Background: an optimization exercise with open tools, aiming at small area, a short achievable clock period and few clock cycles. Do not read the settings as production practice.

== AL ==
## rational_arithmetic_unit
module rational_arithmetic_unit
#(
	parameter int OPERAND_WIDTH = 32
) (
	input  logic                            clk,
	input  logic                            arst_n,
	input  logic                            in_valid,
	output logic                            in_stall,
	input  logic [2:0]                      operation,
	input  logic signed [OPERAND_WIDTH-1:0] a_num,
	input  logic signed [OPERAND_WIDTH-1:0] a_den,
	input  logic signed [OPERAND_WIDTH-1:0] b_num,
	input  logic signed [OPERAND_WIDTH-1:0] b_den,
	output logic                            out_valid,
	input  logic                            out_stall,
	output logic signed [OPERAND_WIDTH-1:0] res_num,
	output logic signed [OPERAND_WIDTH-1:0] res_den,
	output logic                            is_equal,
	output logic [1:0]                      status
);
	logic st_idle, st_triv, st_mul1, st_comb, st_mul2, st_gcd, st_sum, st_fin;
	logic stall_q, ov_q;
	logic mmu_q, mmv_q;                  
	logic [2:0]  op_q;
	logic [31:0] r0_q, r1_q, r2_q, r3_q;  
	logic        zst_q;                  
	logic        same_q;                 
	logic [7:0]  pos_q, t2_q;            
	logic        first_q;                
	logic [5:0]  du_q, dv_q;             
	logic        cadd_q;                 
	logic        sn_q, rs_q, ovf_q, fovf_q, fnz_q;
	logic        pv_q, pru_q, pgs_q;     
	logic [2:0]  psh_q;
	logic [63:0] u_q, v_q;
	logic        eq_q;
	logic [1:0]  st_q;
	function automatic logic [3:0] wide(input logic [31:0] x);
		wide[0] = (x[31:3]  != {29{x[31]}});
		wide[1] = (x[31:7]  != {25{x[31]}});
		wide[2] = (x[31:15] != {17{x[31]}});
		wide[3] = (x[31:23] != {9{x[31]}});
	endfunction
	function automatic logic [7:0] top_pos(input logic [3:0] w);
		top_pos = w[3] ? 8'h80 : w[2] ? 8'h20 : w[1] ? 8'h08 : w[0] ? 8'h02 : 8'h01;
	endfunction
	function automatic logic [2:0] ctz7(input logic [6:0] x);
		integer i;
		ctz7 = 3'd7;
		for (i = 6; i >= 0; i = i - 1)
			if (x[i]) ctz7 = i;
	endfunction
	function automatic logic [2:0] booth(input logic [2:0] b);
		case (b)
			3'b001, 3'b010: booth = 3'b001;
			3'b011:         booth = 3'b010;
			3'b100:         booth = 3'b110;
			3'b101, 3'b110: booth = 3'b101;
			default:        booth = 3'b000;
		endcase
	endfunction
	function automatic logic [5:0] bpair(input logic [31:0] m, input logic [7:0] p,
			input logic c);
		logic [32:0] e;
		logic [4:0]  f;
		integer j;
		e = {m, 1'b0};
  ...
Settings: LEC_CHECK=0, CAP_MARGIN=20, CORE_MARGIN=2, CORE_UTILIZATION=25, PLACE_DENSITY=0.45, SLEW_MARGIN=20, TNS_END_PERCENT=5, SETUP_SLACK_MARGIN=9.5; clock period 15.0 ns.
standard.sh (not shown) runs the stock make flow with config.mk's settings and CLKGATE_MAP_FILE= SYNTH_SCRIPT=/design/flow/synth_recipe.tcl, a recipe that flattens the netlist after the stock synthesis.
==> flow/flow/run.sh <==
#!/bin/bash
set -euo pipefail
MARGIN=$(cat flow/margin.txt)
printf 'export SETUP_SLACK_MARGIN = %s\n' "$MARGIN" >> config.mk
bash standard.sh > standard_flow.log 2>&1
==> flow/flow/margin.txt <==
9.5
What JK does differently from AL at the input level:
--- a/flow/design.v
+++ b/flow/design.v
@@ -33,17 +33,16 @@
 	input  logic                            out_stall,
 	output logic signed [OPERAND_WIDTH-1:0] res_num,
 	output logic signed [OPERAND_WIDTH-1:0] res_den,
 	output logic                            is_equal,
 	output logic [1:0]                      status
 );
 	logic st_idle, st_triv, st_mul1, st_comb, st_mul2, st_gcd, st_sum, st_fin;
 	logic stall_q, ov_q;
-	logic mmu_q, mmv_q;                  
 	logic [2:0]  op_q;
 	logic [31:0] r0_q, r1_q, r2_q, r3_q;  
 	logic        zst_q;                  
 	logic        same_q;                 
 	logic [7:0]  pos_q, t2_q;            
 	logic        first_q;                
 	logic [5:0]  du_q, dv_q;             
 	logic        cadd_q;                 
@@ -156,18 +155,18 @@
 		end
 	end
 	logic        mm_u, mm_v, comb_add, s_un, s_vn;
 	logic [2:0]  hu, lu, hv, lv;         
 	logic [63:0] mh_u, ml_u, mh_v, ml_v, a_u, b_u, c_u, a_v, b_v, c_v;
 	logic [63:0] cs_u, cc_u, cs_v, cc_v, x_u, y_u, x_v, y_v;
 	logic [64:0] su, sv;
 	always_comb begin
-		mm_u = mmu_q;
-		mm_v = mmv_q;
+		mm_u = st_triv || st_mul1 || st_fin;
+		mm_v = st_triv || st_mul1 || st_mul2 || st_fin;
 		s_un = r0_q[31] ^ r2_q[31];
 		s_vn = r1_q[31] ^ r3_q[31] ^ is_sub;
 		comb_add = st_comb && cadd_q;
 		hu = booth(du_q[4:2]);
 		lu = booth(du_q[2:0]);
 		hv = booth(dv_q[4:2]);
 		lv = booth(dv_q[2:0]);
 		hu[2] = hu[2] ^ du_q[5];
@@ -316,21 +315,17 @@
 			st_mul1 <= 1'b0;
 			st_comb <= 1'b0;
 			st_mul2 <= 1'b0;
 			st_gcd  <= 1'b0;
 			st_sum  <= 1'b0;
 			st_fin  <= 1'b0;
 			ov_q    <= 1'b0;
 			stall_q <= 1'b0;
-			mmu_q   <= 1'b0;
-			mmv_q   <= 1'b0;
 		end else begin
-			mmu_q   <= n_triv || n_mul1 || n_fin;
-			mmv_q   <= n_triv || n_mul1 || n_mul2 || n_fin;
 			st_idle <= n_idle;
 			st_triv <= n_triv;
 			st_mul1 <= n_mul1;
 			st_comb <= n_comb;
 			st_mul2 <= n_mul2;
 			st_gcd  <= n_gcd;
 			st_sum  <= n_sum;
 			st_fin  <= n_fin;
Findings:
Per the comparison of JK with AL, area of the core region neither gained nor lost much.
Compared with AL, JK shows routed wire length higher by about 1.8%.
In the flow results for JK and AL, the met3 track demand over resource in global routing is larger on AL.
From AL to JK the numbers moved as follows: critical path depth went down 11; final design area excluding fillers went down about 1.3%.
On initial cell density of the core, JK and AL are neck and neck.
| maximum frequency from static timing analysis | JK vs AL | 1.6% lower |
Register-to-register slack deteriorates in JK relative to AL.
The higher part of the cycle the worst path needs of JK and AL is in JK.
Function was not checked in any run of this note: the RTL went through the layout flow alone.

[what the ideal ports hide]
The flow's constraints put no driver on any port. The routed layouts listed below were extracted and timed again, unchanged, in two steps. Step 1: set_driving_cell puts a clkbuf_16 on clk and a buf_2 on each other input, an assumption about the parent block. Step 2 times the ports against the registers' clock, not the clock port: input delays grow and output delays shrink by t, the midpoint of the rising clock arrivals with the driver on. a / b / c = ideal / step 1 / step 2; a / b = the first two.
run | t (ns) | setup WS [ns] | worst setup path at the end | worst register clock-pin slew, ns
AL | 0.734 | 9.240 / 9.240 / 8.590 | input to register | 0.07 / 0.07
JK | 0.735 | 9.144 / 9.200 / 8.465 | input to register | 0.07 / 0.07
After both steps setup and hold are still met in every run listed. The setup slack of JK, which loses most, moves by +0.056 ns with the drivers and by -0.679 ns with both steps.
